From an optimization exercise on the open Yosys and OpenROAD flow, aimed at small area, a short achievable clock period and few clock cycles per item; shortcuts taken in it are not production practice.
In this exercise RTL edits were held to simulation tests only and were not proved equivalent to the original.
Power and IR drop assume default switching activity.

### flow/config.mk
export PLATFORM = sky130hd
export DESIGN_NAME = power_calc
export DESIGN_NICKNAME = power_calc
export VERILOG_FILES = /design/flow/design.v
export SDC_FILE = /design/flow/constraint.sdc
export NUM_CORES = 4
export LEC_CHECK = 0
export CAP_MARGIN = 20
export CORE_MARGIN = 2
export CORE_UTILIZATION = 40
export SLEW_MARGIN = 20
### flow/constraint.sdc
create_clock -name core_clock -period 10.0 [get_ports {clk}]
set_input_delay 2.0000 -clock core_clock [delete_from_list [all_inputs] [get_ports {clk}]]
set_output_delay 2.0000 -clock core_clock [all_outputs]
set_load 0.01 [all_outputs]
### flow/design.v
module power_calc #(
    parameter int FRAC_W  = 10,
    parameter int BASE_W  = 20,
    parameter int OUT_W   = 60,
    parameter int MAX_EXP = 5
) (
    input  logic              clk,
    input  logic              rst,
    input  logic              in_valid,
    input  logic [BASE_W-1:0] in_data_1,
    input  logic [2:0]        in_data_2,
    output logic              busy,
    output logic              out_valid,
    output logic [OUT_W-1:0]  out_data
);
    localparam int PROD_W = OUT_W + BASE_W;
    typedef enum logic [1:0] {
        S_IDLE = 2'd0,
        S_CALC = 2'd1,
        S_DONE = 2'd2
    } state_t;
    state_t              r_state;
    state_t              w_next_state;
    logic [BASE_W-1:0]   r_base;
    logic [OUT_W-1:0]    r_acc;
    logic [2:0]          r_cnt;
    logic                r_busy;
    logic                r_out_valid;
    logic [OUT_W-1:0]    r_out_data;
    logic [2:0]          w_exp_clamped;
    logic [OUT_W-1:0]    w_acc_next;
    function automatic logic [OUT_W-1:0] mul_step(
        input logic [OUT_W-1:0]  acc,
        input logic [BASE_W-1:0] base
    );
        logic [PROD_W-1:0] prod;
        prod = PROD_W'(acc) * PROD_W'(base);
        mul_step = OUT_W'(prod >> FRAC_W);
    endfunction
    assign w_exp_clamped = (in_data_2 > 3'(MAX_EXP)) ? 3'(MAX_EXP) : in_data_2;
    assign w_acc_next    = mul_step(r_acc, r_base);
    always_ff @(posedge clk) begin
        if (rst) begin
            r_state <= S_IDLE;
        end else begin
            r_state <= w_next_state;
        end
    end
    always_comb begin
        w_next_state = r_state;
        case (r_state)
            S_IDLE: begin
                if (in_valid) begin
                    w_next_state = S_CALC;
                end
            end
            S_CALC: begin
                if (r_cnt == 3'd0) begin
                    w_next_state = S_DONE;
                end
            end
            S_DONE: begin
                w_next_state = S_IDLE;
            end
            default: begin
                w_next_state = S_IDLE;
            end
        endcase
    end
    always_ff @(posedge clk) begin
        if (rst) begin
            r_base      <= '0;
            r_acc       <= '0;
            r_cnt       <= '0;
            r_busy      <= 1'b0;
            r_out_valid <= 1'b0;
            r_out_data  <= '0;
        end else begin
            case (r_state)
                S_IDLE: begin
                    if (in_valid) begin
                        r_base <= in_data_1;
                        r_cnt  <= w_exp_clamped;
                        r_acc  <= OUT_W'(1) << FRAC_W;
                        r_busy <= 1'b1;
                    end
                end
                S_CALC: begin
                    if (r_cnt != 3'd0) begin
                        r_acc <= w_acc_next;
                        r_cnt <= r_cnt - 3'd1;
                    end else begin
                        r_out_data  <= r_acc;
                        r_out_valid <= 1'b1;
                    end
                end
                S_DONE: begin
                    r_out_valid <= 1'b0;
                    r_out_data  <= '0;
                    r_busy      <= 1'b0;
                end
                default: begin
                    r_out_valid <= 1'b0;
                    r_out_data  <= '0;
                    r_busy      <= 1'b0;
                end
            endcase
        end
    end
    assign busy      = r_busy;
    assign out_valid = r_out_valid;
    assign out_data  = r_out_data;
endmodule
### flow/run.sh
#!/bin/bash
# synth_recipe.tcl (not shown) runs the flow's synth.tcl, then flattens the netlist and writes it again
# the make line also repeats each setting of config.mk as NAME=value (left out here)
make -C /OpenROAD-flow-scripts/flow DESIGN_CONFIG=/design/flow/config.mk WORK_HOME=/design/flow/orfs CLKGATE_MAP_FILE= SYNTH_SCRIPT=/design/flow/synth_recipe.tcl finish
==> results.txt <==
- The final number of hold-violating endpoints is 0.
- The floorplan step set the die width to between 300 and 400 µm.
- The total power per unit cell area is 40.5 nW/µm².
- The TritonCTS clock tree is done.
- The routability congestion estimate from global placement is approximately 0.93.
- In the synthesized netlist the async set-or-reset flop fraction comes to 0%.
- The effective utilization at floorplan is about 40%.
- The initial antenna violation count was 5.
- Setup repair after global routing left no endpoint under its margin.
- A synthesized cell averages a little under 9 µm².
- The peak supply drop is roughly 0.00014 V.
- For this design, the CTS-stage hold fixing added 0 buffers.
- The path class of the lowest-slack min-delay path is reg2reg.
- The max-slew violation count was 0.
- The largest net degree at the start of global routing is 63.
- The routed design has approximately 110 mm of wire.
- From synthesis to final layout, the design area changed by 6.98%.
- Among all flip-flop cells after synthesis, the most frequent one is dfxtp_1.
- The top cell type's share of synthesized area is ~50%.
- The critical path launch point type is a flop.
- The post-synthesis instance area is slightly below 40,000 µm².
- The longest clock path from root to sink contains 2 buffers.
- After filler insertion, the fill cell instance count of the layout stands at ~9,700.
- Measured along the y axis, the die boundary spans between 300 and 400 µm.
- The final critical-path required period is 8740 ps.
- Across every metal layer, demand over resource in global routing totals 24.0%.
- Detailed placement ended at an HPWL of 87.4 mm.
- The count of maximum capacitance violations is 0.
- For this run, design rule violations remaining after detail routing come to 0.
- The post-route clock period utilization is around 87%.
- The H-tree generated during clock tree synthesis spans 4 levels.
- Final hold analysis gives a worst-case slack of roughly 450 ps.
- Based on the critical path, the design can be clocked at up to 114 MHz.
- The first-pass GRT wire length is ~180 mm.
- The latest clock arrival within the worst-skew pair is around 520 ps.
- The leakage power summed over all cells is 0.0206 µW.
- After clock tree synthesis, the clock-pin slew on the worst setup and hold paths is 80 ps.
- For the worst setup path, the data required time is between 10,000 and 15,000 ps.
- The number of global-route vias before repair is 32,100.
- The number of nets in the synthesized netlist is 5,674.
- The finished layout cell area is about 42,000 µm².
- Ranked by instance count, the synthesized netlist is headed by inv_1, fa_1, nand2_1.
- The number of clock buffers added by TritonCTS is 17.
- The number of different library cells in the post-synthesis netlist is between 60 and 70.
- Using the TritonRoute via totals, the vias-per-cell ratio works out to 5.19.
- Once placement finished, the instance area stood at a little over 40,000 µm².
- The most frequently used cell type in the post-synthesis netlist is inv_1.
- 88 I/O pins were placed.
- The yosys synthesis warning count is 1.
- The final worst clock skew is 25.0 ps.
- Measured against its own limit, the worst slew margin works out to a little over a fifth.
- The library cell used as clock root buffer is clkbuf_16.
- The cell type contributing the most total cell area after synthesis is fa_1.
- Cells fill ~43% of the core in the end.
- The number of buffers inserted by port buffering is 87.
- The number of buffers inserted by post-CTS setup repair is 0.
- The count of standard-cell rows is 114.
- Dividing the detail-routed wire length by the instance count gives approximately 20 µm.
- The core footprint is approximately 97,000 µm².
- The via count is approximately 30,000.
- After the first detailed-routing iteration, the DRC count stood at around 2,300.
- Yosys attributes the largest share of cell area to fa_1, inv_1, nand2_1.
- By startpoint and endpoint, the worst setup path is classified as reg2reg.
- The post-route netlist has 3.78% of its cells at a drive strength greater than 1.
- Sequential elements use 7.49% of the synthesized area.
- The sum of overflow across all layers after global routing is 0.
- The arrival time of the worst setup path is slightly above 9000 ps.
- The synthesized design contains 0 enable-type register cells.
- The total of endpoints with negative setup slack in the final report is 0.
- The post-route antenna net violation count is 0.
- In the final design database the tool counted 5,561 nets.
- The sink count of the clock tree is around 150.
- Counting every instance in the synthesized netlist gives ~4,500.
- The count of cells resized by post-cts repair is 0.
- The total negative slack is 0 ps.
- The count of state elements after synthesis is around 150.
- The floorplan step defined a die boundary enclosing between 100,000 and 150,000 µm².
- Along the worst path, the maximum fanout reaches 33.
- The length of the first detailed-routing pass in iterations is 6.
- The transition time at the pin with the least slew margin is around 1200 ps.
- The element type at the critical path end is a flop.
- The flow ran to the end and the layout has no timing, DRC or antenna violations.
report_power, final:
group          internal [µW]  switching [µW]  leakage [µW]
Clock                    385             361      0.000313
Combinational           73.5             197        0.0191
Sequential               597            86.9       0.00120
path summary, 6_finish.rpt:
path,depth (start not counted),slack [ps],end,from
min reg2reg,2,450,r_acc[40],r_acc[40]
max,23,1260,r_acc[59],r_base[7]
min,2,450,r_acc[40],r_acc[40]
max reg2reg,23,1260,r_acc[59],r_base[7]
metrics by stage:
step	std cells	worst slack (ps)	power (µW)
finish	5690	1260	1700
global route	5689	1010	1750
CTS	5688	1260	1710
detailed placement	5656	1340	960
global placement	5656	1450	959
floorplan	4513	2860	801
worst max-delay path: stages (launching register included):
cell,delay [ps]
dfxtp_2,970
buf_4,510
nand2_1,120
fa_1,490
fa_1,520
fa_1,520
inv_1,50
fa_1,560
fa_1,440
fa_1,540
inv_1,60
fa_1,490
inv_1,40
ha_1,390
a211oi_1,270
nor2_1,110
a2111oi_1,600
a2111oi_0,350
o31ai_1,510
a31oi_1,230
a221oi_1,480
o21bai_1,130
xnor2_1,150
o21ai_1,70
sequential cells by signal, indices dropped and copies added (netlist names):
name / cells
r_base: 20
r_out_valid: 1
r_cnt: 3
r_busy: 1
r_acc: 60
r_state: 2
r_out_data: 60
cell usage in the layout (no fill, tap or decap), types with 4 or more instances in the layout:
cell type        Yosys  layout
a211oi_1            11      10
a21o_1              30      30
a21oi_1            105     105
a22o_1              61      61
a22oi_1             27      27
a31oi_1              8       8
and2_1             340     340
and3_1               4       4
buf_4                0      89
clkbuf_16            0      17
clkdlybuf4s50_1      0      86
clkinv_8             0       4
dfxtp_1            147     123
dfxtp_2              0      21
fa_1               996     996
ha_1               139     139
inv_1             1051    1051
inv_8                0       5
nand2_1            935     935
nand2b_1             6       6
nand3_1             15      15
nand4_1             23      23
nor2_1              63      60
nor3_1              14      13
o211ai_1             5       5
o21a_1               8       8
o21ai_0             44      44
o21ai_1             23      23
o21bai_1            13      13
o31ai_1              6       6
xnor2_1             53      53
xor2_1              24      24
cell type report:
| cell class | count | area, µm² | share of cell area [%] |
|---|---|---|---|
| clock inverter | 15 | 213 | 0.506 |
| timing repair buffer | 180 | 1610 | 3.83 |
| clock buffer | 17 | 425 | 1.01 |
| inverter | 1051 | 3950 | 9.39 |
| tap | 1276 | 1600 | 3.80 |
| antenna | 1 | 2.50 | 0.00596 |
| multi-input combinational | 3003 | 31200 | 74.4 |
| sequential | 147 | 2980 | 7.09 |
kinds of logic (layout without fill, tap and decap cells):
kind of cell	after synthesis	count (layout)	synth area share (%)
other	0	1	0
flip-flops	147	147	7.49
adder cells (fa/ha/maj)	1135	1135	55.2
AO/OA/AOI/OAI	368	368	6.28
multiplexers	2	2	0.0510
AND/OR/NAND/NOR	1421	1421	16.2
buffers and inverters	1363	1263	13.0
XOR/XNOR	77	77	1.72
per-layer routing:
layer  part of all wire [%]  track usage [%]  routed length (µm)
met1                     43             32.8               48800
met2                     48             39.6               54800
met3                    6.7             4.06                7670
met4                    2.6             6.43                2950
met5                  0.011                0                  12
Testbench counts, summed over its fixed seeds: cycles 11,663, items 1,920.

==> afterwards: timing with drivers on the ports <==
The flow's constraints put no driver on any port. The routed layout listed below was extracted and timed again, unchanged, in two steps. Step 1, drivers: a clkbuf_16 drives clk and a buf_2 each remaining input, both assumed. Step 2 times the ports against the registers' clock, not the clock port: input delays grow and output delays shrink by t, the midpoint of the rising clock arrivals with the driver on. Three values: ideal, step 1, step 2; two values: the first two.
t, ns: 0.573
setup WS [ns]: 1.257 / 1.257 / 1.257
latest minus earliest clock arrival (ns): 0.029 / 0.028
pins driven straight from the clock port: 1
After both steps this run still meets setup and hold. The setup slack of this run moves by 0.000 ns with the drivers and by 0.000 ns with both steps.
